This is an optimization exercise on Yosys and OpenROAD, whose aim is small area and a short achievable clock period, not a production implementation. Only simulation tests tie the RTL to the original design; equivalence was not proved. Power is estimated from default activity; no workload was simulated.

== run 1 ==
## pipelined_fpu
module pipelined_fpu (
    input  wire logic                      clk,
    input  wire logic                      reset,
    input  wire logic                      start,
    input  wire logic [1:0]                op,         
    input  wire logic [31:0]               a,
    input  wire logic [31:0]               b,
    output logic                           done,
    output logic [31:0]                    result
);
Size: about 3500 cells after synthesis, roughly 230 flip-flops, roughly 100 I/O pins, roughly 29000 um2 of cells after synthesis.
clock: 10.0 ns
lec_check: 0
cap_margin: 20
core_margin: 2
core_utilization: 40
setup_slack_margin: 5
slew_margin: 20
standard.sh (not shown) runs the stock make flow with config.mk's settings and CLKGATE_MAP_FILE= SYNTH_SCRIPT=/design/flow/synth_recipe.tcl, a recipe that flattens the netlist after the stock synthesis.
==> flow/flow/run.sh <==
#!/bin/bash
# The standard layout (the standard.sh, unchanged synthesis), except that
# the port buffers are plain buf_1 cells, which the flow's repair steps may
# resize, instead of the delay cell buffer_ports picks by default.
export BUFFER_PORTS_ARGS="-buffer_cell sky130_fd_sc_hd__buf_1"
bash standard.sh > standard.log 2>&1
Run 1 | status: complete | timing, DRC, antenna: pass
Input changes introduced in run 2 (baseline for comparison: run 1):
--- a/flow/config.mk
+++ b/flow/config.mk
@@ -7,2 +7,3 @@
 export LEC_CHECK = 0
+export ABC_AREA = 1
 export CAP_MARGIN = 20
==> run notes <==
Status | run 2 and run 1 | clean. Between run 1 and run 2, required time of the critical path decreased. For run 2, the startpoint of the worst setup timing path was f1[5]$_DFF_P_, unlike run 1, where it was d1[1]$_DFF_P_. Top fanout value on the critical path delta for run 2 relative to run 1: 14 lower. Changes observed in run 2 relative to run 1: complex-gate fraction of the synthesized area shows a reduction of 2.0 points, sequential-to-total area share from yosys stat shows an increase of 0.40 points.
Input-level comparison between run 3 and run 2:
==> flow/flow/run.sh <==
#!/bin/bash
# The standard layout (the standard.sh) with two changes that do not touch
# the registers or the constraints:
#  - the port buffers are plain buf_1 cells (which the flow's repair steps may
#    resize) instead of the delay cell that buffer_ports picks by default;
#  - Yosys's final ABC mapping (ABC_AREA=1) uses an area-oriented script,
#    without ABC's own buffering and sizing, which the flow's repair steps
#    redo on the placed design.
set -e
cp -r "$FLOW_HOME/scripts" ./orfs_scripts
cp flow/abc_area.script ./orfs_scripts/abc_area.script
export SCRIPTS_DIR="$PWD/orfs_scripts"
export BUFFER_PORTS_ARGS="-buffer_cell sky130_fd_sc_hd__buf_1"
bash standard.sh > standard.log 2>&1
==> flow/flow/abc_area.script (new file) <==
strash
dc2
dch -f
map -a
topo
Results
- Sort run 2 and run 3 by area of the multi-input gates asc -> top: run 3
- In the tables for run 2 and run 3, xor and xnor area share after synthesis reads lower with run 2.
- Taking run 3 over run 2, the combinational power ratio works out to 1.12.
- When the final numbers for run 2 and run 3 were put side by side, the slew at the pin with the worst max-slew slack turned out to be greater in run 3.
Relative to run 3, the following input files were edited for run 4:
==> flow/run.sh (new file) <==
#!/bin/bash
# synth_recipe.tcl (not shown) runs the flow's synth.tcl, then flattens the netlist and writes it again
# the make line also repeats each setting of config.mk as NAME=value (left out here)
make -C /OpenROAD-flow-scripts/flow DESIGN_CONFIG=/design/flow/config.mk WORK_HOME=/design/flow/orfs CLKGATE_MAP_FILE= SYNTH_SCRIPT=/design/flow/synth_recipe.tcl finish
removed: flow/flow/run.sh
removed: flow/flow/abc_area.script
removed: flow/standard.sh
Results
Relative to run 3, proportion of synthesized area in mux cells has increased by 0.32 points in run 4.
Looking at uppermost signal routing layer after detailed routing, the met4 result is from run 4; the met5 one comes from run 3.
Relative to run 3, the maximum frequency measured on run 4 has increased by more than half.
Compared with run 3, in run 4 buffers plus inverters on the worst setup path decreased 41; slack of the critical path picked up an extra 3000 ps.
Run 3 vs run 4, class of the most critical setup path: flip-flop to flip-flop vs primary input to flip-flop

Setup of sierra:
Starting RTL as in the previous note.
export LEC_CHECK = 0
export ABC_AREA = 1
export CAP_MARGIN = 20
export CORE_MARGIN = 2
export CORE_UTILIZATION = 40
export SETUP_SLACK_MARGIN = 5
export SLEW_MARGIN = 20
export TNS_END_PERCENT = 0
create_clock -name core_clock -period 10.0 [get_ports {clk}]
run.sh (not shown) runs the stock make flow with config.mk's settings and CLKGATE_MAP_FILE= SYNTH_SCRIPT=/design/flow/synth_recipe.tcl, a recipe that flattens the netlist after the stock synthesis.
Stock flow here: none of the scripts above is used.
sierra | status: complete | timing, DRC, antenna: pass
For maple, these inputs were changed with respect to sierra:
Settings: a deleted TNS_END_PERCENT that had been 0; an added PLACE_DENSITY of 0.75.
==> flow/flow/run.sh (new file) <==
#!/bin/bash
# The standard layout (the standard.sh, unchanged synthesis), except that
# the port buffers are plain buf_1 cells, which the flow's repair steps may
# resize, instead of the delay cell buffer_ports picks by default.
export BUFFER_PORTS_ARGS="-buffer_cell sky130_fd_sc_hd__buf_1"
bash standard.sh > standard.log 2>&1
==> flow/standard.sh (new file) <==
#!/bin/bash
# synth_recipe.tcl (not shown) runs the flow's synth.tcl, then flattens the netlist and writes it again
# the make line also repeats each setting of config.mk as NAME=value (left out here)
make -C /OpenROAD-flow-scripts/flow DESIGN_CONFIG=/design/flow/config.mk WORK_HOME=/design/flow/orfs CLKGATE_MAP_FILE= SYNTH_SCRIPT=/design/flow/synth_recipe.tcl "${@:-finish}"
removed: flow/run.sh
Delta (maple minus sierra): fraction of area in clock buffers and inverters increased by 0.20 points relative to the old numbers, cell count closely matched the old numbers, count of multi-input gates closely matched the old numbers, worst setup slack after layout increased by 0.0054 ns relative to the old numbers, sum of internal, switching and leakage power increased by 100 uW relative to the old numbers.
Of the two values seen for capturing instance or port of the critical path, ps2[23] was produced by maple and x2[23] by sierra.
Worst setup path startpoint: d1[2] -> sierra, big1[9] -> maple
For raven, these inputs were changed with respect to maple:
Settings: PLACE_DENSITY no longer set, was 0.75; ABC_AREA no longer set, was 1.
==> flow/flow/run.sh <==
#!/bin/bash
# The standard layout (the standard.sh) with two changes that do not touch
# the registers or the constraints:
#  - the port buffers are plain buf_1 cells (which the flow's repair steps may
#    resize) instead of the delay cell that buffer_ports picks by default;
#  - Yosys's final ABC mapping uses the standard speed script without ABC's own
#    buffering and sizing, which the flow's repair steps redo on the placed
#    design.
set -e
cp -r "$FLOW_HOME/scripts" ./orfs_scripts
cp flow/abc_speed.script ./orfs_scripts/abc_speed.script
export SCRIPTS_DIR="$PWD/orfs_scripts"
export BUFFER_PORTS_ARGS="-buffer_cell sky130_fd_sc_hd__buf_1"
bash standard.sh > standard.log 2>&1
==> flow/flow/abc_speed.script (new file) <==
&get -n
&st
&dch
&nf
&st
&syn2
&if -g -K 6
&synch2
&nf
&st
&syn2
&if -g -K 6
&synch2
&nf
&st
&syn2
&if -g -K 6
&synch2
&nf
&st
&syn2
&if -g -K 6
&synch2
&nf
&st
&syn2
&if -g -K 6
&synch2
&nf
&put
topo
## What came out
When the final numbers for maple and raven were put side by side, the internal cell power turned out to be smaller in maple.
Between maple and raven, the flow reports routability-driven placement congestion ratio decreasing by a little under 10%.
Taking maple as the reference, in raven global-route wire length before repair shrank by about 3.7%, overall fraction of global-route tracks in use held steady, clock period minus final worst setup slack grew by 0.24 ns, cell count shrank by 9.1%.
Re non-clock buffer count: maple was lower than raven.

[re-timing with driven ports]
No port has a modelled driver above. Below, the same layouts with a new extraction and two added sets of constraints.
Step 1 (the two cells are an assumption about what drives the block):
set clk [get_ports {clk}]
set_driving_cell -lib_cell sky130_fd_sc_hd__clkbuf_16 $clk
set_driving_cell -lib_cell sky130_fd_sc_hd__buf_2 [delete_from_list [all_inputs] $clk]
Step 2 adds t to the input delays and takes it off the output delays; t is the mean of the earliest and latest rising clock arrival at the registers after step 1. Input paths then give back, and output paths get back, about the clock's delay inside the block.
Slacks: ideal ports / drivers / drivers and shift; pairs: ideal ports / drivers.
| run | shift t [ns] | slack for setup (ns) | worst setup path at the end | pins driven straight from the clock port |
|---|---|---|---|---|
| run 1 | 0.631 | 5.243 / 5.243 / 4.851 | input to register | 1 |
| run 2 | 0.648 | 5.294 / 5.294 / 4.787 | input to register | 1 |
| run 3 | 0.663 | 2.226 / 2.226 / 2.226 | register to register | 1 |
| run 4 | 0.647 | 5.228 / 5.240 / 4.620 | input to register | 1 |
| sierra | 0.645 | 5.239 / 5.239 / 4.766 | input to register | 1 |
| maple | 0.677 | 5.245 / 5.245 / 4.828 | input to register | 1 |
| raven | 0.658 | 5.003 / 5.003 / 4.665 | input to register | 1 |
After both steps every run listed still meets setup and hold. For run 4, which loses most, drivers alone change the setup slack by +0.012 ns; drivers and shift together by -0.608 ns.
